What follows belongs to an exercise in optimizing a design on an open flow for small area, a short achievable clock period and few clock cycles per item; a production flow would make more cautious choices.
RTL that was checked went through simulation tests only; none was proved equivalent to the original.
Function not checked in run 6: the RTL went through the layout flow alone.
Power and IR drop assume default switching activity.

[flow/config.mk]
export PLATFORM = sky130hd
export DESIGN_NAME = framed_ascii_decimal_parser
export DESIGN_NICKNAME = framed_ascii_decimal_parser
export VERILOG_FILES = /design/flow/design.v
export SDC_FILE = /design/flow/constraint.sdc
export NUM_CORES = 4
export LEC_CHECK = 0
export ABC_AREA = 1
export CAP_MARGIN = 20
export CORE_MARGIN = 2
export CORE_UTILIZATION = 40
export CTS_BUF_LIST = sky130_fd_sc_hd__clkbuf_8
export SETUP_SLACK_MARGIN = 3.2
export SLEW_MARGIN = 20
[flow/constraint.sdc]
create_clock -name core_clock -period 5.5 [get_ports {clk}]
set_input_delay 1.1000 -clock core_clock [delete_from_list [all_inputs] [get_ports {clk}]]
set_output_delay 1.1000 -clock core_clock [all_outputs]
set_load 0.01 [all_outputs]
[flow/design.v]
`timescale 1ns / 1ps
`default_nettype none
module framed_ascii_decimal_parser #(
	parameter int MAX_CHARS = 63,
	parameter int MAX_FRAC_DIGITS = 6
) (
	input wire logic clk,
	input wire logic arst_n,
	input wire logic s_tvalid,
	output logic s_tready,
	input wire logic [7:0] s_tdata,
	output logic m_tvalid,
	input wire logic m_tready,
	output logic [55:0] m_tdata,
	output logic [2:0] m_tuser,
	input wire logic cfg_valid,
	output logic cfg_ready,
	input wire logic cfg_index,
	input wire logic [7:0] cfg_data
);
	logic [7:0] start_q, end_q;
	always_ff @(posedge clk or negedge arst_n) begin
		if (!arst_n) begin
			start_q <= 8'd60;
			end_q <= 8'd62;
		end else if (cfg_valid) begin
			if (cfg_index) end_q <= cfg_data;
			else start_q <= cfg_data;
		end
	end
	assign cfg_ready = 1'b1;
	logic v1_q;
	logic is_start1_q, is_end1_q, is_digit1_q, is_point1_q;
	logic [3:0] e1_q;	 
	logic [3:0] d1;
	logic in_frame_q, point_q, bad_q, trunc_q, sat_q;
	logic [5:0] count_q;
	logic full_q;	 
	logic [2:0] frac_q;
	logic [31:0] int_q;
	logic [23:0] bcd_q;	 
	logic busy_q, valid_q;
	logic [1:0] steps_q;
	logic [31:0] int_b_q;
	logic [15:0] fbin_q;
	logic [2:0] frac_b_q;
	logic bad_b_q, trunc_b_q, sat_b_q;
	logic idle, close, open, body, room, fdig, stall, go, handoff;
	assign idle = !busy_q && !valid_q;
	assign open = !in_frame_q && is_start1_q;
	assign close = in_frame_q && is_end1_q;
	assign body = in_frame_q && !is_end1_q;
	assign room = !full_q;
	assign fdig = body && room && is_digit1_q && point_q && (frac_q != 3'd6);
	assign stall = (close && !idle) || (fdig && busy_q);
	assign go = v1_q && !stall;
	assign handoff = v1_q && close && idle;
	logic block_q;
	logic v1_n, is_end1_n, is_digit1_n, in_frame_n, point_n, busy_n, valid_n;
	logic is_digit_in;
	assign s_tready = !block_q;
	assign is_digit_in = (s_tdata[7:4] == 4'h3) && (s_tdata[3:0] <= 4'd9);
	assign v1_n = s_tready ? s_tvalid : (v1_q && !go);
	assign is_end1_n = s_tready ? (s_tdata == end_q) : is_end1_q;
	assign is_digit1_n = s_tready ? is_digit_in : is_digit1_q;
	assign in_frame_n = (go && open) ? 1'b1 : (go && close) ? 1'b0 : in_frame_q;
	assign point_n = (go && open) ? 1'b0 :
		(go && body && room && !is_digit1_q && is_point1_q) ? 1'b1 : point_q;
	assign busy_n = handoff || (busy_q && (steps_q != 2'd0));
	assign valid_n = handoff ? valid_q : busy_q ? (valid_q || (steps_q == 2'd0)) : (valid_q && !m_tready);
	always_ff @(posedge clk or negedge arst_n) begin
		if (!arst_n) begin
			v1_q <= 1'b0;
			block_q <= 1'b0;
		end else begin
			v1_q <= v1_n;
			block_q <= (v1_n && in_frame_n &&
				((is_end1_n && (busy_n || valid_n)) || (is_digit1_n && point_n && busy_n)));
		end
	end
	always_ff @(posedge clk) begin
		if (s_tready) begin
			is_start1_q <= (s_tdata == start_q);
			is_end1_q <= (s_tdata == end_q);
			is_digit1_q <= is_digit_in;
			is_point1_q <= (s_tdata == 8'h2e);
			e1_q <= {s_tdata[3], s_tdata[2] | s_tdata[3], s_tdata[1] | s_tdata[3], s_tdata[0]};
		end
	end
	assign d1 = {e1_q[3], e1_q[2] & !e1_q[3], e1_q[1] & !e1_q[3], e1_q[0]};
	logic [31:0] int_x10;
	logic int_ovf;
	logic [30:0] add_a, add_b, add_s;
	logic add_c;
	assign add_a = {int_q[28:0], e1_q[2], e1_q[1]};
	assign add_b = int_q[30:0];
	assign add_c = e1_q[3];
	always_comb begin
		logic [30:0] g, p, gg, pp;
		g = add_a & add_b;
		p = add_a ^ add_b;
		gg = g;
		pp = p;
		gg[0] = g[0] | (p[0] & add_c);
		for (int l = 0; l < 5; l++) begin
			for (int i = 30; i >= 0; i--) begin
				if ((i >> l) & 1) begin
					gg[i] = gg[i] | (pp[i] & gg[((i >> l) << l) - 1]);
					pp[i] = pp[i] & pp[((i >> l) << l) - 1];
				end
			end
		end
		add_s = p ^ {gg[29:0], add_c};
	end
	assign int_x10 = {add_s, e1_q[0]};
	localparam logic [31:0] OVF_K = 32'h19999999;
	logic [32:0] ovf_gt, ovf_eq;
	always_comb begin
		ovf_gt[32] = 1'b0;
		ovf_eq[32] = 1'b1;
		for (int i = 31; i >= 0; i--) begin
			ovf_gt[i] = ovf_gt[i+1] | (ovf_eq[i+1] & int_q[i] & !OVF_K[i]);
			ovf_eq[i] = ovf_eq[i+1] & (int_q[i] == OVF_K[i]);
		end
	end
	assign int_ovf = ovf_gt[0] | (ovf_eq[0] & (e1_q[3] | (e1_q[2] & e1_q[1])));
	logic int_dig;
	assign int_dig = body && room && is_digit1_q && !point_q;
	always_ff @(posedge clk) begin
		if (v1_q && open)
			int_q <= 32'd0;
		else if (v1_q && int_dig)
			int_q <= int_x10;
	end
	always_ff @(posedge clk or negedge arst_n) begin
		if (!arst_n)
			in_frame_q <= 1'b0;
		else if (go) begin
			if (open)
				in_frame_q <= 1'b1;
			else if (close)
				in_frame_q <= 1'b0;
		end
	end
	always_ff @(posedge clk) begin
		if (go) begin
			if (open) begin
				point_q <= 1'b0;
				bad_q <= 1'b0;
				trunc_q <= 1'b0;
				sat_q <= 1'b0;
				count_q <= 6'd0;
				full_q <= 1'b0;
				frac_q <= 3'd0;
			end else if (body) begin
				if (!room) begin
					trunc_q <= 1'b1;
				end else begin
					count_q <= count_q + 6'd1;
					full_q <= (count_q == 6'd62);
					if (is_digit1_q) begin
						if (point_q) begin
							if (frac_q == 3'd6)
								trunc_q <= 1'b1;
							else
								frac_q <= frac_q + 3'd1;
						end else begin
							if (int_ovf)
								sat_q <= 1'b1;
						end
					end else if (is_point1_q && !point_q) begin
						point_q <= 1'b1;
					end else begin
						bad_q <= 1'b1;
					end
				end
			end
		end
	end
	function automatic logic [3:0] dstep(input logic [2:0] r, input logic c);
		logic [3:0] n;
		begin
			n[3] = (!r[2] & r[1]) | (r[0] & c);
			n[2] = (!r[1] & r[0] & c) | (r[2] & !c);
			n[1] = r[0] | (!r[1] & c) | (r[2] & !c);
			n[0] = (!r[1] & !c) | (!r[2] & r[1] & c);
			dstep = n;
		end
	endfunction
	function automatic logic [23:0] dbl(input logic [23:0] f);
		logic [23:0] n;
		begin
			for (int j = 0; j < 6; j++)
				n[4*j +: 4] = dstep(f[4*j +: 3], (j > 0) ? f[4*((j > 0) ? j - 1 : 0) + 3] : 1'b0);
			dbl = n;
		end
	endfunction
	function automatic logic [3:0] dcode(input logic [3:0] d);
		case (d)
			4'd0: dcode = 4'b0110;
			4'd1: dcode = 4'b0000;
			4'd2: dcode = 4'b0001;
			4'd3: dcode = 4'b0010;
			4'd4: dcode = 4'b0011;
			4'd5: dcode = 4'b1110;
			4'd6: dcode = 4'b1000;
			4'd7: dcode = 4'b1001;
			4'd8: dcode = 4'b1010;
			default: dcode = 4'b1011;
		endcase
	endfunction
	logic [23:0] bcd0, bcd1, bcd2, bcd3;
	logic [3:0] fbits;	 
	logic conv;
	assign bcd0 = bcd_q;
	assign bcd1 = dbl(bcd0);
	assign bcd2 = dbl(bcd1);
	assign bcd3 = dbl(bcd2);
	assign fbits = {bcd0[23], bcd1[23], bcd2[23], bcd3[23]};
	assign conv = busy_q || handoff;
	always_ff @(posedge clk) begin
		for (int j = 0; j < 6; j++) begin
			if (conv)
				bcd_q[4*(5-j) +: 4] <= bcd3[4*(5-j) +: 4];
			else if (go && fdig && frac_q == 3'(j))
				bcd_q[4*(5-j) +: 4] <= dcode(d1);
			else if (go && fdig && frac_q < 3'(j))
				bcd_q[4*(5-j) +: 4] <= 4'b0110;
		end
	end
	logic fzero, fsat;
	assign fzero = handoff ? (frac_q == 3'd0) : (frac_b_q == 3'd0);
	assign fsat = handoff ? sat_q : sat_b_q;
	logic [3:0] fmask;
	assign fmask = (fbits & {4{!fzero}}) | {4{fsat}};
	always_ff @(posedge clk) begin
		if (conv)
			fbin_q <= {fbin_q[12:1], handoff ? fmask[3] : fbin_q[0], fmask[2:0]};
		if (handoff) begin
			int_b_q <= int_q | {32{sat_q}};
			frac_b_q <= frac_q;
			bad_b_q <= bad_q;
			trunc_b_q <= trunc_q;
			sat_b_q <= sat_q;
		end
	end
	always_ff @(posedge clk or negedge arst_n) begin
		if (!arst_n) begin
			busy_q <= 1'b0;
			valid_q <= 1'b0;
			steps_q <= 2'd0;
		end else begin
			if (handoff) begin
				busy_q <= 1'b1;
				steps_q <= 2'd3;
			end else if (busy_q) begin
				steps_q <= steps_q - 2'd1;
				if (steps_q == 2'd0) begin
					busy_q <= 1'b0;
					valid_q <= 1'b1;
				end
			end else if (m_tready) begin
				valid_q <= 1'b0;
			end
		end
	end
	assign m_tvalid = valid_q;
	assign m_tdata = {5'd0, frac_b_q, int_b_q, fbin_q};
	assign m_tuser = {sat_b_q, trunc_b_q, bad_b_q};
endmodule
`default_nettype wire
[flow/run.sh]
#!/bin/bash
# synth_recipe.tcl (not shown) runs the flow's synth.tcl, then flattens the netlist and writes it again
# the make line also repeats each setting of config.mk as NAME=value (left out here)
make -C /OpenROAD-flow-scripts/flow DESIGN_CONFIG=/design/flow/config.mk WORK_HOME=/design/flow/orfs CLKGATE_MAP_FILE= SYNTH_SCRIPT=/design/flow/synth_recipe.tcl finish
==> summary.txt, run 1 <==
- The overall power after layout is 3465 µW.
- The routed layout has 7103 vias.
- The flip-flop and latch count after synthesis is 155.
- The width of the die is 152.9 µm.
- The first-pass GRT wire length is 32890 µm.
- The floorplan has 54 rows.
- Synthesis produced a netlist whose cell count is 1069.
- The first detailed-routing pass ran for 4 iterations.
- The worst IR drop on VDD is 0.0001449 V.
- The master cell of the clock root buffer is sky130_fd_sc_hd__clkbuf_8.
- Across the routed clock network, the largest skew measured is 19.61 ps.
- The number of global-route vias before repair is 6997.
- The share of the yosys chip area belonging to registers is 47.36%.
- The count of final max-slew check failures is 0.
- The count of yosys warnings during synthesis is 1.
- The distinct cell type count of the synthesized netlist is 49.
- The sum of negative setup slack is 0 ps.
- The area enclosed by the die boundary is 23380 µm².
- The peak per-stage delay on the critical path is 370 ps.
- The mean post-synth cell area is 8.297 µm².
- The cell that appears most often on the critical path is sky130_fd_sc_hd__fa_2.
- Headroom to the max-slew limit came out at 32.87%.
- The total I/O pin count is 84.
- The signal on the critical path passes through inv_4 -> fa_2 -> inv_2 -> fa_2 -> nand3_2 -> nand2_2 -> nand3_2 -> nand3_4 -> nand3_4 -> nand2_4 -> inv_2 -> fa_2 -> xnor2_2 -> o21ai_1 -> a21oi_1.
- The startpoint type of the worst setup path is a flip-flop.
- Of the available clock period, the critical path in the final layout requires 42.27%.
- Among all stages on the critical path, the largest delay is contributed by sky130_fd_sc_hd__dfxtp_4.
- Ranked by instance count, the synthesized netlist is headed by sky130_fd_sc_hd__nand2_1, sky130_fd_sc_hd__inv_1, sky130_fd_sc_hd__edfxtp_1.
- The die boundary height is 152.9 µm.
- The count of nets left with antenna violations once routing finished came out at 0.
- The finished layout holds 1459 standard cells, fillers aside.
- In the final layout, the share of cells above drive strength 1 is 13.23%.
- In the routed design, unresolved DRC markers number 0.
- STA puts the critical path data required time at 5840 ps.
- Counting flops with a built-in enable in the synthesized netlist gives 97.
- The final cell utilization of the core is 48.81%.
- After detailed placement, the design holds a cell count of 1406.
- The region available for standard cell placement spans 21820 µm².
- Global routing consumed, over all layers together, 17.15% of the routing resources.
- The biggest area contributor in the post-synthesis netlist is sky130_fd_sc_hd__edfxtp_1.
- The share of the synthesized area in the top cell type is 32.84%.
- Static timing analysis puts the maximum clock frequency at 430.1 MHz.
- For this block, the initial DRC count from the detailed router was 435.
- The flow ran to the end and the layout has no timing, DRC or antenna violations.
- The count of final setup violators is 0.
- Subtracting the final worst setup slack from the clock period gives 2325 ps.
- The via count normalized by instance count is 4.868.
- For this design the static power due to leakage is 0.005044 µW.
- The relative area change from synthesis to final layout is 20.09%.
- The net count of the finished layout is 1234.
- The maximum root-to-sink buffer count is 2.
- The mapped netlist covers 8870 µm².
- The pin slew with the least headroom to its limit is 1004 ps.
- TritonCTS built the clock tree.
- By instance count, the leading cell after synthesis is sky130_fd_sc_hd__nand2_1.
- For this run the aggregate overflow at the end of global routing stands at 0.
- The total of buffers placed on input and output ports is 77.
- The clock-pin slew reported for the worst setup and hold paths after clock tree synthesis is 100 ps.
- At the worst endpoint, the arrival time is 2660 ps.
- The number of clock buffers added by TritonCTS is 17.
- The power density over the cells is 325.3 nW/µm².
- The share of flip-flops with an asynchronous set or reset is 14.84%.
- The number of max-cap violations is 0.
- After legalization and detailed placement, the total HPWL measured 14000 µm.
- The type of destination of the critical path is a flip-flop.
- The wire length per cell is 13.34 µm.
- After filler insertion, the fill cell instance count of the layout stands at 2124.
- The classification of the worst-slack hold path is flip-flop to flip-flop.
- The starting utilization of the core area is 40.64%.
- Setup repair after global routing could not meet its margin everywhere.
- The deepest level of the CTS H-tree is 4.
- The clock drives 155 sinks.
- Of all nets on the critical path, the largest fanout is 3.
- The most used flip-flop cell after synthesis is sky130_fd_sc_hd__edfxtp_1.
- The critical path is of the flip-flop to flip-flop type.
- At the end of routability-driven placement, the weighted congestion stood at 0.8249.
- Summed over all layers, the routed wires come to 19460 µm.
- Ranked by total cell area, the synthesized netlist is headed by sky130_fd_sc_hd__edfxtp_1, sky130_fd_sc_hd__nand2_1, sky130_fd_sc_hd__dfxtp_1, sky130_fd_sc_hd__inv_1, sky130_fd_sc_hd__ha_1.
- The largest net degree at the start of global routing is 46.
- The hold violation total from the final report is 0.
- The clock reaches the later pin of the worst-skew pair after 460 ps.
- The count of inserted antenna diode cells is 0.
- The initial antenna violation count is 0.
## registers in the layout, summed over array words and instances (netlist names), 2 cells and up
register	count
steps_q	2
frac_q	3
bcd_q	24
int_q	32
count_q	6
frac_b_q	3
start_q	8
int_b_q	32
end_q	8
fbin_q	16
e1_q	4
## path summary, 6_finish.rpt
| check | depth (start not counted) | startpoint | end | slack (ps) |
|---|---|---|---|---|
| max reg2reg | 15 | int_q[0]$_SDFFE_PP0P_ | int_q[18]$_SDFFE_PP0P_ | 3170 |
| min reg2reg | 0 | bad_q$_SDFFCE_PP0P_ | bad_b_q$_DFFE_PP_ | 420 |
| max | 15 | int_q[0]$_SDFFE_PP0P_ | int_q[18]$_SDFFE_PP0P_ | 3170 |
| min in group asynchronous | 1 | arst_n | start_q[6]$_DFFE_PN0P_ | 1180 |
| min | 0 | bad_q$_SDFFCE_PP0P_ | bad_b_q$_DFFE_PP_ | 420 |
| max in group asynchronous | 1 | arst_n | block_q$_DFF_PN0_ | 3630 |
## repair_timing
item / 4_1_cts / 5_1_grt
setup buffers: 6 / 15
gates cloned: 0 / 0
pin swaps: 6 / 5
endpoints found under the setup margin: 82 / 76
gates resized for setup: 73 / 40
hold buffers: 0 / 0
## layout by cell type, fill, tap and decap left out, types with 4 or more instances in the layout
cell / count
sky130_fd_sc_hd__clkbuf_8: 19
sky130_fd_sc_hd__edfxtp_1: 97
sky130_fd_sc_hd__conb_1: 6
sky130_fd_sc_hd__nor2_4: 4
sky130_fd_sc_hd__nor2_1: 58
sky130_fd_sc_hd__dlygate4sd2_1: 40
sky130_fd_sc_hd__clkdlybuf4s15_1: 12
sky130_fd_sc_hd__nand2_2: 14
sky130_fd_sc_hd__dfrtp_1: 12
sky130_fd_sc_hd__xor2_1: 9
sky130_fd_sc_hd__o211ai_1: 10
sky130_fd_sc_hd__o21ai_0: 57
sky130_fd_sc_hd__fa_2: 4
sky130_fd_sc_hd__o21ai_2: 6
sky130_fd_sc_hd__nand3_2: 8
sky130_fd_sc_hd__inv_6: 7
sky130_fd_sc_hd__nand3_1: 58
sky130_fd_sc_hd__nand2_4: 6
sky130_fd_sc_hd__inv_2: 7
sky130_fd_sc_hd__inv_1: 176
sky130_fd_sc_hd__dfxtp_1: 34
sky130_fd_sc_hd__o22ai_1: 7
sky130_fd_sc_hd__dfstp_2: 9
sky130_fd_sc_hd__nor2_2: 4
sky130_fd_sc_hd__nand3_4: 7
sky130_fd_sc_hd__nand2_1: 239
sky130_fd_sc_hd__a21oi_1: 65
sky130_fd_sc_hd__clkbuf_2: 4
sky130_fd_sc_hd__clkdlybuf4s50_1: 21
sky130_fd_sc_hd__buf_4: 23
sky130_fd_sc_hd__nor3_1: 10
sky130_fd_sc_hd__o21ai_1: 22
sky130_fd_sc_hd__a21o_1: 7
sky130_fd_sc_hd__ha_1: 40
sky130_fd_sc_hd__nand4_1: 7
sky130_fd_sc_hd__xnor2_1: 10
sky130_fd_sc_hd__or2_2: 11
## cell type report
cell class / instances / area, µm² / area share (%)
Sequential cell: 155 / 4207 / 39.49
Multi-Input combinational cell: 703 / 4049 / 38.01
Timing Repair Buffer: 102 / 913.4 / 8.575
Inverter: 187 / 720.7 / 6.766
Tap cell: 280 / 350.3 / 3.289
Clock buffer: 19 / 261.5 / 2.455
Clock inverter: 13 / 150.1 / 1.410
## worst max-delay path: cells and delay by family (launching register included)
kind / cells / cell delay [ps]
and+or+nand+nor: 6 / 490
xor gates and xnor gates: 1 / 140
AOI/OAI and AO/OA: 2 / 170
buffers and inverters: 3 / 140
adders and majority gates: 3 / 920
DFF: 1 / 370
## power by group
part | switching, µW | total, µW | leakage, µW | internal (µW)
sequential | 118 | 1490 | 0.00145 | 1370
combinational | 625 | 1060 | 0.00338 | 435
clock | 473 | 914 | 0.000215 | 441
## per-stage QoR
step           instance area [µm²]  hold WS, ps  setup WS (ps)
6_report                     10650        417.7           3175
5_1_grt                      10650        426.4           3036
4_1_cts                      10460        421.2           3055
3_5_place_dp                 10040        404.5           2829
3_3_place_gp                 10040        407.4           2885
2_1_floorplan                 9070        400.3           2644
## cells by family after synthesis
kind of cell | count (synthesis) | synth area share [%]
XOR/XNOR | 20 | 1.975
other | 2 | 0.08467
AO/OA/AOI/OAI | 197 | 12.57
adder cells (fa/ha/maj) | 46 | 6.997
flip-flops | 155 | 47.36
AND/OR/NAND/NOR | 434 | 21.19
buffers and inverters | 215 | 9.832
## per-layer routing
layer | up-vias | GRT usage, % | wire length [µm]
met4 | 0 | 5.467 | 347
met5 | - | 0 | 0
li1 | 3701 | - | -
met1 | 3266 | 22.67 | 9379
met3 | 21 | 3.374 | 770
met2 | 115 | 28.46 | 8965
Testbench counts, summed over its fixed seeds: cycles 12,722, items 1,200.
==> run 2: changes to the inputs <==
--- a/flow/config.mk
+++ b/flow/config.mk
@@ -12,3 +12,3 @@
 export CTS_BUF_LIST = sky130_fd_sc_hd__clkbuf_8
-export SETUP_SLACK_MARGIN = 3.2
+export SETUP_SLACK_MARGIN = 3.4
 export SLEW_MARGIN = 20
==> summary.txt, run 2 <==
- The run finished with no timing, DRC or antenna violations.
- The number of max-cap violations came to 0 (unchanged).
- The TritonCTS clock tree is built.
- The final clock period utilization by the worst path is 42.54% (+0.26 points).
- The area enclosed by the die boundary came to 23380 µm² (unchanged).
- The count of yosys warnings during synthesis came to 1 (unchanged).
- The most used flip-flop cell after synthesis is sky130_fd_sc_hd__edfxtp_1.
- The number of global-route vias before repair is 6855 (-2.0%).
- The library cell used most frequently in the layout, excluding fill and tap cells, is sky130_fd_sc_hd__nand2_1.
- By area the synthesized netlist is led by sky130_fd_sc_hd__edfxtp_1, sky130_fd_sc_hd__nand2_1, sky130_fd_sc_hd__dfxtp_1, sky130_fd_sc_hd__inv_1, sky130_fd_sc_hd__ha_1.
- The clock-pin slew reported for the worst setup and hold paths after clock tree synthesis was 90 ps (about the same).
- The flip-flop and latch count after synthesis is 155 (unchanged).
- The relative area change from synthesis to final layout is 21.65%.
- The top achievable clock speed came to 427.4 MHz (-0.62%).
- CTS placed an instance of sky130_fd_sc_hd__clkbuf_8 at the clock tree root.
- The placed cell count was 1406 (unchanged).
- The most common cell in the synthesized netlist is sky130_fd_sc_hd__nand2_1.
- The share of the synthesized area in the top cell type is 32.84% (unchanged).
- The time the final worst path needs with I/O delays and setup is 2340 ps (+14.54 ps).
- The worst IR drop on VDD is 0.0001586 V (+9.5%).
- The reported leakage power is 0.005215 µW (+3.4%).
- The count of hold-fix buffers inserted at cts was 0 (unchanged).
- The final cell utilization of the core is 49.44% (+0.64 points).
- The worst setup path is captured at a flip-flop.
- The minimum setup slack after placement is 2752 ps (-76.92 ps).
- The startpoint-to-endpoint class of the critical path is flip-flop to flip-flop.
- The critical path goes through inv_2 -> fa_2 -> inv_2 -> fa_2 -> nand3_2 -> nand2_2 -> nand3_2 -> nand3_4 -> nand3_4 -> nand2_8 -> inv_2 -> fa_2 -> xnor2_1 -> o21ai_1 -> a21oi_1.
- By count the netlist is led by sky130_fd_sc_hd__nand2_1, sky130_fd_sc_hd__inv_1, sky130_fd_sc_hd__edfxtp_1.
- The gate count of the mapped netlist is 1069 (unchanged).
- The clock latency on the worst-skew pair is 470 ps (about the same).
- The mean post-synth cell area is 8.297 µm² (unchanged).
- The total number of clock tree sinks is 155 (unchanged).
- The multi-input combinational cell area is 4148 µm² (+2.4%).
- The signal arrival time at the worst endpoint came to 2730 ps (+70 ps).
- The library cells used most frequently in the layout, excluding fill and tap cells, are sky130_fd_sc_hd__nand2_1, sky130_fd_sc_hd__inv_1, sky130_fd_sc_hd__edfxtp_1.
- The peak per-stage delay on the critical path came to 380 ps (about the same).
- The area taken by flip-flops and latches came to 4208 µm² (about the same).
- The remaining max-slew budget at the tightest pin is 59.63% (+27 points).
- The number of buffer and inverter instances along the worst setup path is 3 (unchanged).
- On the critical path the largest part of the delay comes from adder cells.
- The number of buffers created by CTS is 17 (unchanged).
- The distinct cell type count of the synthesized netlist is 49 (unchanged).
- The global router's overall resource usage is 17.27% (+0.12 points).
- The maximum root-to-sink buffer count is 2 (unchanged).
- The required time of the critical path is 5890 ps (+50 ps).
- The worst setup margin was 3160 ps (-14.54 ps).
- The number of core rows is 54 (unchanged).
- The final clock skew is 17.31 ps (-2.309 ps).
- The first-pass GRT wire length was 33110 µm (+0.67%).
- The core footprint is 21820 µm² (unchanged).
- The largest net degree at the start of global routing is 46 (unchanged).
- The share of the yosys chip area belonging to registers is 47.36% (unchanged).
- The pin slew with the least headroom to its limit is 604.8 ps (-399.0 ps).
- The wire length per cell came to 13.46 µm (+0.91%).
- The sum of negative setup slack is 0 ps (unchanged).
- The total I/O pin count is 84 (unchanged).
- The vias after detailed routing is 7179 (+1.1%).
- The total length of routed wires is 19920 µm (+2.4%).
- The number of antenna-violating nets in the routed design was 0 (unchanged).
- The power density over the cells was 324.8 nW/µm² (-0.13%).
- The hold violation total from the final report came to 0 (unchanged).
- The total of buffers placed on input and output ports was 77 (unchanged).
- The slowest stage of the critical path is the sky130_fd_sc_hd__edfxtp_1 cell.
- The min-delay analysis places its worst path in the category flip-flop to flip-flop.
- The startpoint type of the worst setup path is a flip-flop.
- The fill cell instance count of the final layout was 2097 (-1.3%).
- The count of inserted antenna diode cells came to 0 (unchanged).
- The ratio of cells with drive above 1 in the final layout was 20.75% (+7.5 points).
- The number of design-rule violations left by the first detailed-router iteration was 446 (+2.5%).
- The post-DP HPWL came to 13800 µm (-1.4%).
- Setup repair after global routing could not meet its margin everywhere.
- The number of non-filler instances in the completed layout is 1480 (+1.4%).
- The routability congestion estimate from global placement was 0.8157 (-1.1%).
- The total congestion overflow is 0 (unchanged).
- The largest registers in the layout are int_b_q (32), int_q (32), bcd_q (24).
- The largest fanout of any net on the critical path is 2 (-1).
- The starting utilization of the core area is 40.64% (unchanged).
- The count of final max-slew check failures is 0 (unchanged).
- The initial antenna violation count is 0 (unchanged).
- The post-synthesis cell area is 8870 µm² (unchanged).
- The width of the die came to 152.9 µm (unchanged).
- sky130_fd_sc_hd__edfxtp_1 takes more of the synthesized area than any other cell.
- The deepest level of the CTS H-tree is 4 (unchanged).
- The number of search-and-repair iterations in the first detailed-routing pass is 5 (+1).
- The net count reported at finish is 1255 (+1.7%).
- The post-detailed-route DRC marker count was 0 (unchanged).
- The number of enable flip-flop cells after synthesis is 97 (unchanged).
- The count of final setup violators is 0 (unchanged).
- The die boundary height came to 152.9 µm (unchanged).
- The via count normalized by instance count is 4.851 (-0.36%).
- The share of flip-flops with an asynchronous set or reset was 14.84% (unchanged).
-- run 2: changes by cell type in the layout (fill, tap and decap cells not counted), sizes merged --
| cell | delta |
|---|---|
| clkinvlp | -1 |
| dlygate4sd2 | -40 |
| clkdlybuf4s50 | -8 |
| dlymetal6s2s | +7 |
| clkbuf | -3 |
| buf | +77 |
| clkinv | +1 |
| clkdlybuf4s15 | -12 |
-- run 2: layout make-up --
cell class              instances  share of cell area (%)
flip-flops and latches        155                   39.00
clock buffers                  19                   2.423
repair buffers                123                   8.720
multi-input cells             703                   38.44
inverters                     187                   6.795
clock inverters                13                   1.380
well taps                     280                   3.247
-- run 2: through the flow --
stage	power (µW)	area, µm²	hold WS [ps]
3_3_place_gp	2502	10060	404.3
3_5_place_dp	2515	10060	404.5
4_1_cts	3490	10480	426.0
5_1_grt	3767	10790	436.4
2_1_floorplan	2298	9095	400.3
6_report	3505	10790	423.2
-- run 2: path summary, 6_finish.rpt --
check / start / endpoint / slack, ps / cells past startpoint
hold reg to reg: bad_q$_SDFFCE_PP0P_ / bad_b_q$_DFFE_PP_ / 420 / 0
hold / removal: bad_q$_SDFFCE_PP0P_ / bad_b_q$_DFFE_PP_ / 420 / 0
setup reg to reg: e1_q[1]$_DFFE_PN_ / int_q[18]$_SDFFE_PP0P_ / 3160 / 15
setup / recovery: e1_q[1]$_DFFE_PN_ / int_q[18]$_SDFFE_PP0P_ / 3160 / 15
max in group asynchronous: arst_n / valid_q$_DFFE_PN0P_ / 4540 / 1
min in group asynchronous: arst_n / start_q[6]$_DFFE_PN0P_ / 590 / 1
-- run 2: cell families after synthesis --
group / after synthesis / share of synthesized area [%]
AOI/OAI and AO/OA: 197 / 12.57
xor gates and xnor gates: 20 / 1.975
adders and majority gates: 46 / 6.997
buffers and inverters: 215 / 9.832
DFF: 155 / 47.36
other: 2 / 0.08467
and+or+nand+nor: 434 / 21.19
-- run 2: power by group --
group	switching (µW)	total (µW)	internal, µW
registers	117	1490	1370
clock network	463	902	440
logic	651	1110	463
-- run 2: routing by layer --
layer  up-vias  wire length [µm]  GRT usage (%)
li1       3735                 -              -
met3        24               649          3.487
met5         -                 0              0
met4         0               278          5.291
met1      3302              9694          23.16
met2       118              9299          28.34
-- run 2: what timing repair did --
item / 4_1_cts / 5_1_grt
gates cloned: 0 / 2
pin swaps: 10 / 14
gates resized for setup: 253 / 48
setup buffers: 22 / 17
endpoints found under the setup margin: 125 / 131
==> run 3: changes to the inputs <==
==> flow/flow/run.sh (new file) <==
#!/bin/bash
# The standard layout (the standard.sh: ORFS synthesis to finish), with
# plain buf_2 cells instead of ORFS's default choice as the port buffers.
# Every port still gets its buffer. standard.sh's output goes to standard.log.
export BUFFER_PORTS_ARGS="-buffer_cell sky130_fd_sc_hd__buf_2"
bash standard.sh > standard.log 2>&1
==> flow/standard.sh (new file) <==
#!/bin/bash
# synth_recipe.tcl (not shown) runs the flow's synth.tcl, then flattens the netlist and writes it again
# the make line also repeats each setting of config.mk as NAME=value (left out here)
make -C /OpenROAD-flow-scripts/flow DESIGN_CONFIG=/design/flow/config.mk WORK_HOME=/design/flow/orfs CLKGATE_MAP_FILE= SYNTH_SCRIPT=/design/flow/synth_recipe.tcl "${@:-finish}"
--- a/flow/config.mk
+++ b/flow/config.mk
@@ -12,3 +12,3 @@
 export CTS_BUF_LIST = sky130_fd_sc_hd__clkbuf_8
-export SETUP_SLACK_MARGIN = 3.4
+export SETUP_SLACK_MARGIN = 3.2
 export SLEW_MARGIN = 20
removed: flow/run.sh
==> summary.txt, run 3 <==
- The time the final worst path needs with I/O delays and setup was 2354 ps (+14.43 ps).
- The final clock period utilization by the worst path is 42.80% (+0.26 points).
- The mean post-synth cell area is 8.297 µm² (unchanged).
- The post-DP HPWL came to 13860 µm (+0.43%).
- In the post-synthesis netlist, the biggest area contributors are sky130_fd_sc_hd__edfxtp_1, sky130_fd_sc_hd__nand2_1, sky130_fd_sc_hd__dfxtp_1, sky130_fd_sc_hd__inv_1, sky130_fd_sc_hd__ha_1.
- The vias after detailed routing came to 7021 (-2.2%).
- The required time of the critical path is 5840 ps (-50 ps).
- The run finished with no timing, DRC or antenna violations.
- The total length of routed wires is 19340 µm (-2.9%).
- The worst hold margin is 443.2 ps (+20.00 ps).
- The worst IR drop on VDD is 0.0001632 V (+2.9%).
- The cell with the largest stage delay on the worst path is sky130_fd_sc_hd__edfxtp_1.
- The deepest level of the CTS H-tree was 4 (unchanged).
- The critical path in this run is classified as flip-flop to flip-flop.
- The clock latency on the worst-skew pair came to 460 ps (about the same).
- Among all flip-flop cells after synthesis, the most frequent one is sky130_fd_sc_hd__edfxtp_1.
- The die boundary height is 152.9 µm (unchanged).
- The startpoint type of the worst setup path is a flip-flop.
- The final cell utilization of the core is 46.90% (-2.5 points).
- The most frequent standard cell in the layout excluding fill and tap cells is sky130_fd_sc_hd__nand2_1.
- The share of the synthesized area in the top cell type came to 32.84% (unchanged).
- The dominant delay contributor by cell family on the critical path is adder cells.
- The distinct cell type count of the synthesized netlist was 49 (unchanged).
- The logic depth of the worst register-to-register path came to 15 (unchanged).
- The startpoint identified for the worst register-to-register timing path is e1_q[3]$_DFFE_PN_.
- The fill cell instance count of the final layout is 2121 (+1.1%).
- TritonCTS built the clock tree.
- The area enclosed by the die boundary came to 23380 µm² (unchanged).
- The master cell of the clock root buffer is sky130_fd_sc_hd__clkbuf_8.
- The gate count of the mapped netlist is 1069 (unchanged).
- The number of cells traversed by the worst hold path is 0 (unchanged).
- The net count reported at finish came to 1227 (-2.2%).
- The post-synthesis cell area is 8870 µm² (unchanged).
- The number of enable flip-flop cells after synthesis was 97 (unchanged).
- The count of final setup violators came to 0 (unchanged).
- The number of design-rule violations left by the first detailed-router iteration is 348 (-22%).
- The peak per-stage delay on the critical path is 400 ps (+20 ps).
- Setup repair after global routing could not meet its margin everywhere.
- The capture endpoint of the worst hold path is trunc_b_q$_DFFE_PP_.
- The post-detailed-route DRC marker count is 0 (unchanged).
- The worst setup margin is 3146 ps (-14.43 ps).
- The library cell occupying the most area in the post-synthesis netlist is sky130_fd_sc_hd__edfxtp_1.
- The core footprint was 21820 µm² (unchanged).
- The number of max-cap violations is 0 (unchanged).
- The library cells used most frequently in the layout, excluding fill and tap cells, are sky130_fd_sc_hd__nand2_1, sky130_fd_sc_hd__inv_1, sky130_fd_sc_hd__edfxtp_1.
- The share of flip-flops with an asynchronous set or reset came to 14.84% (unchanged).
- The total number of clock tree sinks came to 155 (unchanged).
- The hold violation total from the final report is 0 (unchanged).
- The width of the die is 152.9 µm (unchanged).
- The total I/O pin count was 84 (unchanged).
- The power density over the cells is 333.9 nW/µm² (+2.8%).
- The number of buffer and inverter instances along the worst setup path is 3 (unchanged).
- The overall power after layout is 3418 µW (-2.5%).
- The via count normalized by instance count came to 4.835 (-0.31%).
- The largest net degree at the start of global routing is 46 (unchanged).
- The count of inserted antenna diode cells is 0 (unchanged).
- The starting utilization of the core area came to 40.64% (unchanged).
- The ratio of cells with drive above 1 in the final layout was 18.52% (-2.2 points).
- STA classifies the critical path endpoint as a flip-flop.
- The number of search-and-repair iterations in the first detailed-routing pass is 5 (unchanged).
- The largest fanout of any net on the critical path is 3 (+1).
- The top achievable clock speed came to 424.8 MHz (-0.61%).
- The pin slew with the least headroom to its limit is 987.3 ps (+382.5 ps).
- The number of global-route vias before repair came to 6721 (-2.0%).
- The sum of negative setup slack is 0 ps (unchanged).
- The maximum root-to-sink buffer count is 2 (unchanged).
- The share of the yosys chip area belonging to registers is 47.36% (unchanged).
- The wire length per cell is 13.32 µm (-1.1%).
- The number of antenna-violating nets in the routed design was 0 (unchanged).
- The area growth from synthesis to layout is 15.40%.
- The routability congestion estimate from global placement is 0.8306 (+1.8%).
- The total of buffers placed on input and output ports came to 77 (unchanged).
- The initial antenna violation count came to 0 (unchanged).
- The reported leakage power came to 0.004914 µW (-5.8%).
- The count of final max-slew check failures is 0 (unchanged).
- The dominant cell by count in the synthesized netlist is sky130_fd_sc_hd__nand2_1.
- The total congestion overflow was 0 (unchanged).
- Walking the worst path, the cells encountered are inv_2 -> fa_2 -> inv_2 -> fa_2 -> nand3_2 -> nand2_2 -> nand3_2 -> nand3_4 -> nand3_4 -> nand2_4 -> inv_2 -> fa_2 -> xnor2_2 -> o21ai_1 -> a21oi_1.
- The count of yosys warnings during synthesis is 1 (unchanged).
- The global router's overall resource usage is 16.99% (-0.28 points).
- The minimum setup slack after placement was 2833 ps (+81.29 ps).
- The worst min-delay path startpoint is trunc_q$_SDFFCE_PP0P_.
- The register-to-register setup slack is 3150 ps (about the same).
- The clock-pin slew reported for the worst setup and hold paths after clock tree synthesis came to 90 ps (about the same).
- The number of core rows came to 54 (unchanged).
- The remaining max-slew budget at the tightest pin is 34.10% (-26 points).
- The first-pass GRT wire length is 32620 µm (-1.5%).
- The tightest min-delay check is of the flip-flop to flip-flop type.
- Ranked by instance count, the synthesized netlist is headed by sky130_fd_sc_hd__nand2_1, sky130_fd_sc_hd__inv_1, sky130_fd_sc_hd__edfxtp_1.
- The largest registers in the layout are int_b_q (32), int_q (32), bcd_q (24).
- In this run the critical register-to-register path is captured at int_q[18]$_SDFFE_PP0P_.
- The number of buffers created by CTS is 17 (unchanged).
- The final clock skew is 15.77 ps (-1.531 ps).
- The signal arrival time at the worst endpoint came to 2690 ps (-40 ps).
- The flip-flop and latch count after synthesis came to 155 (unchanged).
[run 3: per-layer routing]
metal  share of wire [%]  wire (µm)  global-route usage [%]  vias to the layer above
met5                   0          0                       0                        -
met4                 1.1        219                   4.762                        0
met3                 3.4        662                   3.062                       17
met2                  46       8936                   27.76                      112
met1                  49       9518                   23.30                     3208
li1                    -          -                       -                     3684
[run 3: how the worst max path moves through the flow]
stage	startpoint	end	slack, ps	cells after the start
5_1_grt	e1_q[3]$_DFFE_PN_	int_q[18]$_SDFFE_PP0P_	2980	15
3_5_place_dp	e1_q[3]$_DFFE_PN_	int_q[18]$_SDFFE_PP0P_	2830	15
3_3_place_gp	e1_q[3]$_DFFE_PN_	int_q[18]$_SDFFE_PP0P_	2880	15
6_report	e1_q[3]$_DFFE_PN_	int_q[18]$_SDFFE_PP0P_	3150	15
2_1_floorplan	valid_q$_DFFE_PN0P_	fbin_q[0]$_DFFE_PN_	2640	6
4_1_cts	e1_q[1]$_DFFE_PN_	int_q[18]$_SDFFE_PP0P_	3130	15
[run 3: power by group]
| part | switching, µW | internal (µW) |
|---|---|---|
| clock | 458 | 416 |
| combinational | 629 | 425 |
| sequential | 117 | 1370 |
[run 3: through the flow]
step / area [µm²] / std cells
floorplan: 9070 / 1073
global placement: 9651 / 1406
detailed placement: 9651 / 1406
CTS: 10130 / 1446
global route: 10240 / 1452
finish: 10240 / 1452
[run 3: layout make-up]
type	instances	area (µm²)	share of cell area, %
clock buffer	18	247.7	2.420
clock inverter	14	146.4	1.430
inverter	187	716.9	7.004
multi-input combinational	703	4040	39.47
sequential	155	4207	41.10
tap	280	350.3	3.423
timing repair buffer	95	528.0	5.158
[run 3: repair_timing]
item                                    CTS  global route
pin swaps                                 4             6
resized for setup                         9            19
endpoints found under the setup margin   24            49
hold buffers                              0             0
setup buffers                             8             6
[run 3: logic make-up after synthesis]
kind of cell / count (synthesis) / synth area share (%)
xor gates and xnor gates: 20 / 1.975
adders and majority gates: 46 / 6.997
and+or+nand+nor: 434 / 21.19
buffers and inverters: 215 / 9.832
DFF: 155 / 47.36
AOI/OAI and AO/OA: 197 / 12.57
other: 2 / 0.08467
==> run 4: changes to the inputs <==
==> flow/flow/run.sh (replaced) <==
#!/bin/bash
# The standard layout (the standard.sh: ORFS synthesis to finish), with
# plain buf_1 cells instead of ORFS's default choice as the port buffers.
# Every port still gets its buffer. standard.sh's output goes to standard.log.
export BUFFER_PORTS_ARGS="-buffer_cell sky130_fd_sc_hd__buf_1"
bash standard.sh > standard.log 2>&1
==> summary.txt, run 4 <==
- Setup repair after global routing could not meet its margin everywhere.
- The die boundary height is 152.9 µm (unchanged).
- The gate count of the mapped netlist is 1069 (unchanged).
- The count of hold-fix buffers inserted at cts was 0 (unchanged).
- The number of max-cap violations is 0 (unchanged).
- The area enclosed by the die boundary was 23380 µm² (unchanged).
- The fill cell instance count of the final layout is 2185 (+3.0%).
- The wire length per cell is 13.33 µm (+0.12%).
- The cell area after placement is 9562 µm² (-0.92%).
- The number of search-and-repair iterations in the first detailed-routing pass came to 5 (unchanged).
- The flow ran to the end and the layout has no timing, DRC or antenna violations.
- The synthesized design spends more area on one cell type than any other, namely sky130_fd_sc_hd__edfxtp_1.
- The pin slew with the least headroom to its limit is 1043 ps (+55.47 ps).
- The share of the yosys chip area belonging to registers is 47.36% (unchanged).
- The sum of negative setup slack came to 0 ps (unchanged).
- The number of antenna-violating nets in the routed design is 0 (unchanged).
- The required time of the critical path came to 5890 ps (+50 ps).
- The placed cell count came to 1407 (+0.071%).
- The number of enable flip-flop cells after synthesis is 97 (unchanged).
- The post-synthesis cell area is 8870 µm² (unchanged).
- The post-detailed-route DRC marker count came to 0 (unchanged).
- The largest individual stage delay along the critical path comes from the cell sky130_fd_sc_hd__fa_2.
- After synthesis, the cell types taking the most area are sky130_fd_sc_hd__edfxtp_1, sky130_fd_sc_hd__nand2_1, sky130_fd_sc_hd__dfxtp_1, sky130_fd_sc_hd__inv_1, sky130_fd_sc_hd__ha_1.
- The number of design-rule violations left by the first detailed-router iteration came to 460 (+32%).
- The hold violation total from the final report is 0 (unchanged).
- The clock latency on the worst-skew pair is 460 ps (about the same).
- The worst setup path is captured at a flip-flop.
- The routability congestion estimate from global placement is 0.8300 (about the same).
- The total length of routed wires is 19350 µm (about the same).
- The starting utilization of the core area was 40.64% (unchanged).
- The number of global-route vias before repair was 6710 (-0.16%).
- The relative area change from synthesis to final layout is 13.74%.
- The leading register cell type out of synthesis is sky130_fd_sc_hd__edfxtp_1.
- The top achievable clock speed is 430.1 MHz (+1.2%).
- The via count normalized by instance count is 4.824 (-0.23%).
- The number of buffers created by CTS was 17 (unchanged).
- The worst IR drop on VDD is 0.0001493 V (-8.5%).
- The width of the die is 152.9 µm (unchanged).
- The master cell of the clock root buffer is sky130_fd_sc_hd__clkbuf_8.
- The vias after detailed routing was 7000 (-0.30%).
- The largest fanout of any net on the critical path is 3 (unchanged).
- The largest registers in the layout are int_b_q (32), int_q (32), bcd_q (24).
- The signal arrival time at the worst endpoint is 2720 ps (+30 ps).
- The first-pass GRT wire length came to 32360 µm (-0.78%).
- The deepest level of the CTS H-tree is 4 (unchanged).
- The post-DP HPWL is 13860 µm (about the same).
- The count of inserted antenna diode cells came to 0 (unchanged).
- The area of all placed cells without fillers is 10090 µm² (-1.4%).
- TritonCTS built the clock tree.
- The total of buffers placed on input and output ports is 77 (unchanged).
- The share of the synthesized area in the top cell type is 32.84% (unchanged).
- The maximum root-to-sink buffer count is 2 (unchanged).
- The top cell types in the final layout, fill and taps aside, are sky130_fd_sc_hd__nand2_1, sky130_fd_sc_hd__inv_1, sky130_fd_sc_hd__edfxtp_1.
- The time the final worst path needs with I/O delays and setup is 2325 ps (-28.72 ps).
- The count of final setup violators was 0 (unchanged).
- The most numerous cell on the critical path is sky130_fd_sc_hd__fa_2.
- The most frequent standard cell in the layout excluding fill and tap cells is sky130_fd_sc_hd__nand2_1.
- The worst setup path is launched from a flip-flop.
- The net count reported at finish is 1226 (-0.081%).
- The remaining max-slew budget at the tightest pin is 30.40% (-3.7 points).
- In the post-synthesis netlist, the cell with the most instances is sky130_fd_sc_hd__nand2_1.
- The power density over the cells is 329.5 nW/µm² (-1.3%).
- The distinct cell type count of the synthesized netlist is 49 (unchanged).
- The worst setup path is of the flip-flop to flip-flop kind.
- The mean post-synth cell area is 8.297 µm² (unchanged).
- The total number of clock tree sinks is 155 (unchanged).
- The clock-pin slew reported for the worst setup and hold paths after clock tree synthesis is 90 ps (about the same).
- The peak per-stage delay on the critical path was 510 ps (+110 ps).
- The largest net degree at the start of global routing is 46 (unchanged).
- The flip-flop and latch count after synthesis is 155 (unchanged).
- The classification of the worst-slack hold path is flip-flop to flip-flop.
- The signal on the critical path passes through inv_2 -> fa_2 -> inv_2 -> fa_2 -> nand3_2 -> nand2_2 -> nand3_2 -> nand3_4 -> buf_4 -> fa_2 -> o21ai_0 -> a21oi_1.
- The initial antenna violation count is 0 (unchanged).
- The global router's overall resource usage is 16.94% (-0.053 points).
- The count of yosys warnings during synthesis is 1 (unchanged).
- The count of final max-slew check failures came to 0 (unchanged).
- The final clock skew is 13.21 ps (-2.568 ps).
- Sorting the synthesized cells by how often they occur yields sky130_fd_sc_hd__nand2_1, sky130_fd_sc_hd__inv_1, sky130_fd_sc_hd__edfxtp_1.
- The reported leakage power was 0.004691 µW (-4.5%).
- The total I/O pin count is 84 (unchanged).
- The final cell utilization of the core is 46.23% (-0.68 points).
- The ratio of cells with drive above 1 in the final layout came to 11.78% (-6.7 points).
- The core footprint is 21820 µm² (unchanged).
- The number of core rows is 54 (unchanged).
- The number of non-filler instances in the completed layout is 1451 (-0.069%).
- The total congestion overflow is 0 (unchanged).
- The final clock period utilization by the worst path is 42.28% (-0.52 points).
- The share of flip-flops with an asynchronous set or reset is 14.84% (unchanged).
-- run 4: cell counts after synthesis --
No cell type changed its count.
-- run 4: cell families (layout without fill, tap and decap cells) --
logic type,Yosys count,count (layout),share of synthesized area (%)
xor+xnor,20,20,1.975
flops,155,155,47.36
other cells,2,6,0.08467
buf+inv,215,313,9.832
fa+ha+maj,46,46,6.997
compound gates,197,197,12.57
simple gates,434,434,21.19
-- run 4: worst max-delay path: cells and delay by family, from the launching register on --
family | cells | cell delay, ps
buf+inv | 3 | 270
simple gates | 4 | 300
compound gates | 2 | 230
fa+ha+maj | 3 | 1040
flops | 1 | 420
-- run 4: layout make-up --
| class | instances | area (µm²) | area share [%] |
|---|---|---|---|
| inverter | 187 | 715.7 | 7.094 |
| timing repair buffer | 94 | 425.4 | 4.217 |
| clock inverter | 13 | 92.59 | 0.9178 |
| tap | 280 | 350.3 | 3.473 |
| multi-input combinational | 703 | 4036 | 40.01 |
| sequential | 155 | 4207 | 41.70 |
| clock buffer | 19 | 261.5 | 2.592 |
-- run 4: routing by layer --
layer	GRT usage, %	wire length [µm]
met1	23.33	9486
met2	27.27	9007
met3	3.204	542
met4	5.115	308
met5	0	0
-- run 4: repair_timing --
action                     in CTS  in global routing
setup buffers                   7                  5
setup endpoints to repair      24                 50
resized for setup               8                 20
pin swaps                       5                  6
-- run 4: path summary, 6_finish.rpt --
path | start | endpoint | slack (ps) | depth (start not counted)
max | e1_q[3]$_DFFE_PN_ | int_q[9]$_SDFFE_PP0P_ | 3170 | 12
min | bad_q$_SDFFCE_PP0P_ | bad_b_q$_DFFE_PP_ | 440 | 0
max reg2reg | e1_q[3]$_DFFE_PN_ | int_q[9]$_SDFFE_PP0P_ | 3170 | 12
min reg2reg | bad_q$_SDFFCE_PP0P_ | bad_b_q$_DFFE_PP_ | 440 | 0
max in group asynchronous | arst_n | start_q[3]$_DFFE_PN1P_ | 4600 | 2
min in group asynchronous | arst_n | start_q[6]$_DFFE_PN0P_ | 600 | 2
-- run 4: stage by stage --
step / power, µW / setup slack [ps] / hold WS, ps
after floorplan: 2289 / 2644 / 400.3
after global placement: 2478 / 2882 / 405.6
after detailed placement: 2497 / 2832 / 410.7
after CTS: 3317 / 3137 / 437.4
after global routing: 3578 / 3027 / 458.5
final: 3324 / 3175 / 438.1
-- run 4: report_power, final --
group	total [µW]	internal, µW	leakage (µW)	switching (µW)
clock	786	337	0.000179	449
combinational	1050	420	0.00307	627
sequential	1490	1370	0.00145	118
total	3320	2130	0.00469	1190
==> run 5: changes to the inputs <==
==> flow/flow/run.sh (replaced) <==
#!/bin/bash
# The standard layout (the standard.sh: ORFS synthesis to finish) with two
# changes: plain buf_1 cells as the port buffers (every port still gets one),
# and no adder-cell mapping in synthesis, so abc maps the adders as plain logic.
# standard.sh's output goes to standard.log.
export BUFFER_PORTS_ARGS="-buffer_cell sky130_fd_sc_hd__buf_1"
export ADDER_MAP_FILE=
bash standard.sh > standard.log 2>&1
==> summary.txt, run 5 <==
- The die boundary height was 151.7 µm (-0.81%).
- The biggest area contributor in the post-synthesis netlist is sky130_fd_sc_hd__edfxtp_1.
- The deepest level of the CTS H-tree is 4 (unchanged).
- The largest fanout of any net on the critical path was 3 (unchanged).
- The largest net degree at the start of global routing is 41 (-11%).
- In the synthesized netlist, the cells that appear most often are sky130_fd_sc_hd__nand2_1, sky130_fd_sc_hd__inv_1, sky130_fd_sc_hd__nor2_1.
- The hold violation total from the final report is 0 (unchanged).
- The number of search-and-repair iterations in the first detailed-routing pass is 5 (unchanged).
- The startpoint of the most critical register-to-register path is busy_q$_DFF_PN0_.
- The leading register cell type out of synthesis is sky130_fd_sc_hd__edfxtp_1.
- The gate count of the mapped netlist was 1151 (+7.7%).
- The dominant cell by count in the synthesized netlist is sky130_fd_sc_hd__nand2_1.
- The post-detailed-route DRC marker count is 0 (unchanged).
- After synthesis, the cell types taking the most area are sky130_fd_sc_hd__edfxtp_1, sky130_fd_sc_hd__nand2_1, sky130_fd_sc_hd__inv_1, sky130_fd_sc_hd__dfxtp_1, sky130_fd_sc_hd__nor2_1.
- The global router's overall resource usage is 18.02% (+1.1 points).
- The post-synthesis cell area is 8722 µm² (-1.7%).
- The count of final max-slew check failures is 0 (unchanged).
- The TritonCTS clock tree is built.
- The clock latency on the worst-skew pair is 460 ps (about the same).
- The width of the die is 151.7 µm (-0.81%).
- The starting utilization of the core area is 40.34% (-0.30 points).
- The required time of the critical path is 4400 ps (-1490 ps).
- The largest individual stage delay along the critical path comes from the cell sky130_fd_sc_hd__dfrtp_1.
- The largest registers in the layout are int_b_q (32), int_q (32), bcd_q (24).
- The via count normalized by instance count was 4.861 (+0.77%).
- The final clock period utilization by the worst path was 40.77% (-1.5 points).
- The signal on the critical path passes through clkinvlp_4 -> buf_1.
- The top cell types in the final layout, fill and taps aside, are sky130_fd_sc_hd__nand2_1, sky130_fd_sc_hd__inv_1, sky130_fd_sc_hd__nor2_1.
- The share of the synthesized area in the top cell type is 33.40% (+0.56 points).
- The worst IR drop on VDD came to 0.0001752 V (+17%).
- The most critical setup path has its startpoint at block_q$_DFF_PN0_.
- The total number of clock tree sinks is 155 (unchanged).
- The wire length on met2 is 9580 µm (+6.4%).
- The mean post-synth cell area came to 7.578 µm² (-8.7%).
- The final clock skew is 15.09 ps (+1.881 ps).
- The reported leakage power is 0.004681 µW (-0.21%).
- The ratio of cells with drive above 1 in the final layout is 9.467% (-2.3 points).
- The count of inserted antenna diode cells was 0 (unchanged).
- The number of antenna-violating nets in the routed design is 0 (unchanged).
- The number of buffer and inverter instances along the worst setup path is 2 (-1).
- The number of max-cap violations is 0 (unchanged).
- The routed wire length on met3 is 715 µm (+32%).
- The number of design-rule violations left by the first detailed-router iteration is 448 (-2.6%).
- The master cell of the clock root buffer is sky130_fd_sc_hd__clkbuf_8.
- The flip-flop and latch count after synthesis is 155 (unchanged).
- The startpoint type of the worst setup path is a flip-flop.
- The startpoint-to-endpoint class of the critical path is flip-flop to output port.
- The core footprint came to 21620 µm² (-0.93%).
- The total I/O pin count is 84 (unchanged).
- The area growth from synthesis to layout is 14.69%.
- The vias after detailed routing is 7472 (+6.7%).
- The register-to-register setup slack is 3330 ps (+160 ps).
- The number of core rows came to 54 (unchanged).
- The worst min-delay path startpoint is trunc_q$_SDFFCE_PP0P_.
- Setup repair after global routing left no endpoint under its margin.
- The number of global-route vias before repair came to 6911 (+3.0%).
- The topmost layer with routed signal wires is met4.
- The first-pass GRT wire length is 32550 µm (+0.60%).
- The top achievable clock speed came to 445.9 MHz (+3.7%).
- The power density over the cells is 350.5 nW/µm² (+6.4%).
- The run finished with no timing, DRC or antenna violations.
- The clock-pin slew reported for the worst setup and hold paths after clock tree synthesis came to 80 ps (about the same).
- The signal arrival time at the worst endpoint came to 1140 ps (-1580 ps).
- The maximum root-to-sink buffer count was 2 (unchanged).
- The sum of negative setup slack came to 0 ps (unchanged).
- The total length of routed wires is 20360 µm (+5.2%).
- The count of final setup violators was 0 (unchanged).
- The share of the yosys chip area belonging to registers is 48.16% (+0.80 points).
- The distinct cell type count of the synthesized netlist came to 49 (unchanged).
- The net count reported at finish is 1266 (+3.3%).
- The time the final worst path needs with I/O delays and setup is 2243 ps (-82.72 ps).
- The count of yosys warnings during synthesis is 1 (unchanged).
- The area enclosed by the die boundary is 23000 µm² (-1.6%).
- The routed length on met1 is 9764 µm (+2.9%).
- The most frequent standard cell in the layout excluding fill and tap cells is sky130_fd_sc_hd__nand2_1.
- The number of buffers created by CTS is 17 (unchanged).
- The placed cell count is 1488 (+5.8%).
- The total of buffers placed on input and output ports is 77 (unchanged).
- The wire length per cell is 13.24 µm (-0.66%).
- The total congestion overflow is 0 (unchanged).
- The number of enable flip-flop cells after synthesis is 97 (unchanged).
- The share of flip-flops with an asynchronous set or reset is 14.84% (unchanged).
- STA classifies the critical path endpoint as an output port.
- The post-DP HPWL is 14310 µm (+3.2%).
- The classification of the worst-slack hold path is flip-flop to flip-flop.
- The initial antenna violation count is 0 (unchanged).
- The peak per-stage delay on the critical path is 420 ps (-90 ps).
- The routability congestion estimate from global placement was 0.8209 (-1.1%).
- Grouping stages by cell kind, the critical path spends the most delay in flip-flops.
- The number of non-filler instances in the completed layout is 1537 (+5.9%).
==> run 5: cell types whose count changed in the layout (fill, tap and decap cells not counted), sizes merged, moves of 5 or more <==
cell / previous run / this run
nand2: 259 / 319
nor2: 66 / 123
ha: 40 / 0
nand3: 73 / 65
o22ai: 7 / 15
a21o: 7 / 1
fa: 6 / 0
bufinv: 0 / 5
clkinv: 7 / 2
inv: 190 / 195
o21ai: 86 / 91
==> run 5: layer usage <==
| metal | GRT usage (%) | vias up |
|---|---|---|
| li1 | - | 3909 |
| met1 | 24.09 | 3418 |
| met2 | 30.07 | 129 |
| met3 | 2.964 | 16 |
| met4 | 5.509 | 0 |
| met5 | 0 | - |
==> run 5: cells by family after synthesis <==
logic type             share of synthesized area, %
AND/OR/NAND/NOR                               26.51
AO/OA/AOI/OAI                                 12.71
XOR/XNOR                                      2.310
other                                       0.08610
flip-flops                                    48.16
buffers and inverters                         10.23
==> run 5: where the power goes <==
part	leakage, µW	internal (µW)	switching [µW]
Sequential	0.00145	1380	136
Combinational	0.00299	363	640
Clock	0.000242	562	430
Total	0.00468	2300	1210
==> run 5: path summary, 6_finish.rpt <==
path                                           to  depth (start not counted)
max                                      s_tready                          2
max in group asynchronous  start_q[2]$_DFFE_PN1P_                          2
min in group asynchronous  start_q[6]$_DFFE_PN0P_                          2
min                           trunc_b_q$_DFFE_PP_                          0
min reg2reg                   trunc_b_q$_DFFE_PP_                          0
max reg2reg                    bcd_q[1]$_DFFE_PP_                          8
==> run 5: what timing repair did <==
item | CTS | global route
endpoints found under the setup margin | 45 | 72
resized for setup | 6 | 22
hold buffers | 0 | 0
gates cloned | 2 | 1
pin swaps | 1 | 4
buffers inserted | 5 | 9
==> run 5: final cells by class <==
cell class	count	area [µm²]
Timing Repair Buffer	97	494.2
Sequential cell	155	4200
Clock inverter	13	198.9
Tap cell	280	350.3
Clock buffer	19	261.5
Inverter	192	733.2
Fill cell	2193	11620
Multi-Input combinational cell	781	3765
==> run 5: per-stage QoR <==
step / instance area, µm² / setup WS (ps) / hold slack [ps] / power [µW] / utilization [%]
after global routing: 10000 / 3140 / 449.5 / 3756 / 46.27
after CTS: 9831 / 3212 / 437.0 / 3506 / 45.47
after global placement: 9273 / 2898 / 405.8 / 2499 / 42.89
after floorplan: 8783 / 3150 / 400.3 / 2309 / -
final: 10000 / 3257 / 434.1 / 3506 / 46.27
after detailed placement: 9273 / 2827 / 409.3 / 2514 / 42.89
==> run 6: changes to the inputs <==
--- a/flow/design.v
+++ b/flow/design.v
@@ -106,5 +106,13 @@
 			for (int i = 30; i >= 0; i--) begin
-				if ((i >> l) & 1) begin
-					gg[i] = gg[i] | (pp[i] & gg[((i >> l) << l) - 1]);
-					pp[i] = pp[i] & pp[((i >> l) << l) - 1];
+				if (((i + 1) % (2 << l)) == 0) begin
+					gg[i] = gg[i] | (pp[i] & gg[i - (1 << l)]);
+					pp[i] = pp[i] & pp[i - (1 << l)];
+				end
+			end
+		end
+		for (int l = 3; l >= 0; l--) begin
+			for (int i = 30; i >= 0; i--) begin
+				if (i >= 3 * (1 << l) - 1 && ((i + 1 - (1 << l)) % (2 << l)) == 0) begin
+					gg[i] = gg[i] | (pp[i] & gg[i - (1 << l)]);
+					pp[i] = pp[i] & pp[i - (1 << l)];
 				end
==> summary.txt, run 6 <==
- The flip-flop and latch count after synthesis came to 155 (unchanged).
- The share of the synthesized area in the top cell type is 34.07% (+0.68 points).
- In the synthesized netlist the dominant register cell turns out to be sky130_fd_sc_hd__edfxtp_1.
- The maximum root-to-sink buffer count is 2 (unchanged).
- The total congestion overflow is 0 (unchanged).
- The clock-pin slew reported for the worst setup and hold paths after clock tree synthesis is 90 ps (about the same).
- The sum of negative setup slack was 0 ps (unchanged).
- The multi-input combinational cell area is 3615 µm² (-4.0%).
- The top cell types in the final layout, fill and taps aside, are sky130_fd_sc_hd__nand2_1, sky130_fd_sc_hd__inv_1, sky130_fd_sc_hd__nor2_1.
- The initial antenna violation count is 0 (unchanged).
- The startpoint identified for the worst register-to-register timing path is is_end1_q$_DFF_P_.
- The number of global-route vias before repair was 6220 (-10%).
- The clock latency on the worst-skew pair was 470 ps (about the same).
- The required time of the critical path is 4400 ps (about the same).
- The total length of routed wires is 19230 µm (-5.5%).
- The wire length per cell is 13.06 µm (-1.4%).
- The post-DP HPWL is 13200 µm (-7.7%).
- The post-detailed-route DRC marker count is 0 (unchanged).
- The number of antenna-violating nets in the routed design was 0 (unchanged).
- In the final layout, the registers with the most flip-flops are int_b_q (32), int_q (32), bcd_q (24).
- The share of the synthesized area in compound gates (AO/OA/AOI/OAI) was 12.44% (-0.27 points).
- The total number of clock tree sinks is 155 (unchanged).
- The placed cell count is 1409 (-5.3%).
- The deepest level of the CTS H-tree was 4 (unchanged).
- The net count reported at finish was 1206 (-4.7%).
- The width of the die is 150.2 µm (-0.98%).
- The dominant combinational cell family by area after synthesis is simple AND/OR/NAND/NOR gates.
- Measured against its own limit, the worst slew margin works out to 55.86%.
- The via count normalized by instance count is 4.802 (-1.2%).
- The die boundary height is 150.2 µm (-0.98%).
- The startpoint-to-endpoint class of the critical path is flip-flop to output port.
- The final clock skew is 13.40 ps (-1.684 ps).
- The first-pass GRT wire length was 30560 µm (-6.1%).
- The area growth from synthesis to layout is 16.16%.
- The area taken by flip-flops and latches is 4210 µm² (+0.24%).
- The type of destination of the critical path is an output port.
- The count of inserted antenna diode cells is 0 (unchanged).
- The post-synthesis cell area was 8548 µm² (-2.0%).
- The time the final worst path needs with I/O delays and setup came to 2231 ps (-11.55 ps).
- The number of search-and-repair iterations in the first detailed-routing pass is 5 (unchanged).
- The count of final setup violators was 0 (unchanged).
- The number of design-rule violations left by the first detailed-router iteration is 504 (+13%).
- The library cell used most frequently in the layout, excluding fill and tap cells, is sky130_fd_sc_hd__nand2_1.
- The flow ran to the end and the layout has no timing, DRC or antenna violations.
- The adder-cell area share of the yosys netlist is 0% (unchanged).
- The signal arrival time at the worst endpoint is 1130 ps (about the same).
- The power density over the cells is 338.4 nW/µm² (-3.5%).
- The final cell utilization of the core came to 47.24% (+0.97 points).
- The area enclosed by the die boundary is 22560 µm² (-1.9%).
- The final clock period utilization by the worst path is 40.56% (-0.21 points).
- In this run the worst setup path terminates at s_tready.
- The mean post-synth cell area is 7.937 µm² (+4.7%).
- The number of max-cap violations is 0 (unchanged).
- The cell area after placement came to 9072 µm² (-2.2%).
- The distinct cell type count of the synthesized netlist came to 49 (unchanged).
- The largest net degree at the start of global routing is 41 (unchanged).
- The area of all placed cells without fillers is 9930 µm² (-0.74%).
- The number of non-filler instances in the completed layout is 1472 (-4.2%).
- The fill cell instance count of the final layout is 2036 (-7.2%).
- The pin slew with the least headroom to its limit is 661.1 ps.
- Yosys attributes the largest share of cell area to sky130_fd_sc_hd__edfxtp_1, sky130_fd_sc_hd__nand2_1, sky130_fd_sc_hd__dfxtp_1, sky130_fd_sc_hd__inv_1, sky130_fd_sc_hd__o21ai_0.
- The top achievable clock speed is 448.2 MHz (+0.52%).
- TritonCTS built the clock tree.
- Tracing the worst setup path back leads to its startpoint at block_q$_DFF_PN0_.
- The routability congestion estimate from global placement is 0.8268 (+0.72%).
- The count of yosys warnings during synthesis is 1 (unchanged).
- The vias after detailed routing came to 7069 (-5.4%).
- The share of the yosys chip area belonging to registers is 49.14% (+0.98 points).
- The master cell of the clock root buffer is sky130_fd_sc_hd__clkbuf_8.
- The reported leakage power is 0.004649 µW (-0.68%).
- The endpoint identified for the worst register-to-register timing path is bcd_q[0]$_DFFE_PP_.
- STA classifies the critical path startpoint as a flip-flop.
- Setup repair after global routing could not meet its margin everywhere.
- The worst IR drop on VDD is 0.0001408 V (-20%).
- The area fraction in and, or, nand and nor cells after synthesis was 24.21% (-2.3 points).
- The number of enable flip-flop cells after synthesis came to 97 (unchanged).
- The worst min-delay path startpoint is bad_q$_SDFFCE_PP0P_.
- sky130_fd_sc_hd__nand2_1 is the most common cell in the netlist.
- The core footprint is 21020 µm² (-2.8%).
- The total I/O pin count was 84 (unchanged).
- The commonest cells after synthesis are sky130_fd_sc_hd__nand2_1, sky130_fd_sc_hd__inv_1, sky130_fd_sc_hd__nor2_1.
- The area share of xor/xnor cells in the synthesized design is 4.084% (+1.8 points).
- The share of flip-flops with an asynchronous set or reset is 14.84% (unchanged).
- The gate count of the mapped netlist was 1077 (-6.4%).
- The register-to-register setup slack came to 3280 ps (-50 ps).
- The largest fanout of any net on the critical path is 9 (+6).
- The number of buffers created by CTS was 17 (unchanged).
- Of all cell types, the one taking the most synthesized area is sky130_fd_sc_hd__edfxtp_1.
- The number of core rows came to 53 (-1.9%).
- The global router's overall resource usage is 17.17% (-0.86 points).
- The logic depth of the worst register-to-register path was 13 (+5).
- The ratio of cells with drive above 1 in the final layout is 13.62% (+4.2 points).
- The mux cell area share after synthesis is 0% (unchanged).
- The count of final max-slew check failures is 0 (unchanged).
- In this run the worst hold path is classified as flip-flop to flip-flop.
- The starting utilization of the core area is 40.66% (+0.32 points).
- The total of buffers placed on input and output ports is 77 (unchanged).
- The worst hold margin is 424.9 ps (-9.195 ps).
- The hold violation total from the final report was 0 (unchanged).
## run 6: area by class of cell
type | count | area share, %
sequential | 155 | 42.40
clock inverter | 15 | 2.041
timing repair buffer | 106 | 5.368
tap | 275 | 3.465
multi-input combinational | 711 | 36.40
clock buffer | 17 | 2.356
inverter | 189 | 7.586
timing repair inverter | 4 | 0.3780
## run 6: worst min-delay path by stage
stage / endpoint / slack, ps / depth (start not counted)
after floorplan: bad_b_q$_DFFE_PP_ / 400 / 0
after global placement: bad_b_q$_DFFE_PP_ / 400 / 0
after detailed placement: bad_b_q$_DFFE_PP_ / 410 / 0
after CTS: bad_b_q$_DFFE_PP_ / 430 / 0
after global routing: bad_b_q$_DFFE_PP_ / 430 / 0
final: bad_b_q$_DFFE_PP_ / 420 / 0
## run 6: logic make-up after synthesis
family                 after synthesis
XOR/XNOR                            39
AO/OA/AOI/OAI                      193
other                                2
flip-flops                         155
buffers and inverters              216
AND/OR/NAND/NOR                    472
## run 6: critical path: stages (launching register included)
cell	delay, ps
sky130_fd_sc_hd__dfrtp_2	440
sky130_fd_sc_hd__clkinv_4	90
sky130_fd_sc_hd__buf_2	140
## run 6: stage by stage
stage               setup slack (ps)  power [µW]
floorplan                       3255        2233
global placement                2547        2399
detailed placement              2447        2413
CTS                             3201        3372
global route                    3082        3595
finish                          3269        3360
## run 6: what timing repair did
item,CTS,global route
pin swaps,1,9
setup endpoints to repair,69,55
hold buffers,0,0
endpoints found under the hold margin,0,0
buffers inserted,6,20
gates resized for setup,18,31
gates cloned,2,3
## run 6: report_power, final
part | switching [µW] | total, µW | internal (µW)
combinational | 562 | 908 | 346
clock | 485 | 952 | 467
sequential | 132 | 1500 | 1370
## run 6: metal layers
| layer | GRT usage (%) | wire, µm | share of wire [%] | vias to the layer above |
|---|---|---|---|---|
| li1 | - | - | - | 3685 |
| met1 | 23.48 | 9251 | 48 | 3244 |
| met2 | 27.63 | 9028 | 47 | 123 |
| met3 | 3.152 | 702 | 3.7 | 17 |
| met4 | 5.566 | 246 | 1.3 | 0 |
| met5 | 0 | 0 | 0 | - |

-- re-timing with driven ports --
The results above use ideal ports. As a check the final layouts listed here were re-extracted and re-timed, cells and wires unchanged. Step 1 sets driving cells, clkbuf_16 on the clock port and buf_2 on the other inputs (assumed; they add their load-dependent delay and slew). Step 2 times the ports against the registers' clock, not the clock port: input delays grow and output delays shrink by t, the midpoint of the rising clock arrivals with the driver on. Slacks: no drivers / after step 1 / after step 2; pairs: no drivers / after step 1.
run | t (ns) | setup WS [ns] | hold slack, ns | worst setup path at the end | slew at the worst register clock pin (ns)
run 1 | 0.491 | 3.175 / 3.175 / 2.803 | 0.418 / 0.418 / 0.418 | input to register | 0.10 / 0.10
run 2 | 0.498 | 3.160 / 3.160 / 3.053 | 0.423 / 0.423 / 0.423 | input to register | 0.10 / 0.10
run 3 | 0.496 | 3.146 / 3.146 / 3.146 | 0.443 / 0.443 / 0.443 | register to register | 0.09 / 0.09
run 4 | 0.494 | 3.175 / 3.175 / 3.175 | 0.438 / 0.438 / 0.438 | register to register | 0.09 / 0.09
run 5 | 0.486 | 3.257 / 3.220 / 3.099 | 0.434 / 0.434 / 0.434 | input to register | 0.09 / 0.09
run 6 | 0.500 | 3.269 / 3.230 / 3.096 | 0.425 / 0.425 / 0.425 | input to register | 0.10 / 0.10
After both steps every run listed still meets setup and hold. The setup slack of run 1, which loses most, moves by 0.000 ns with the drivers and by -0.372 ns with both steps.
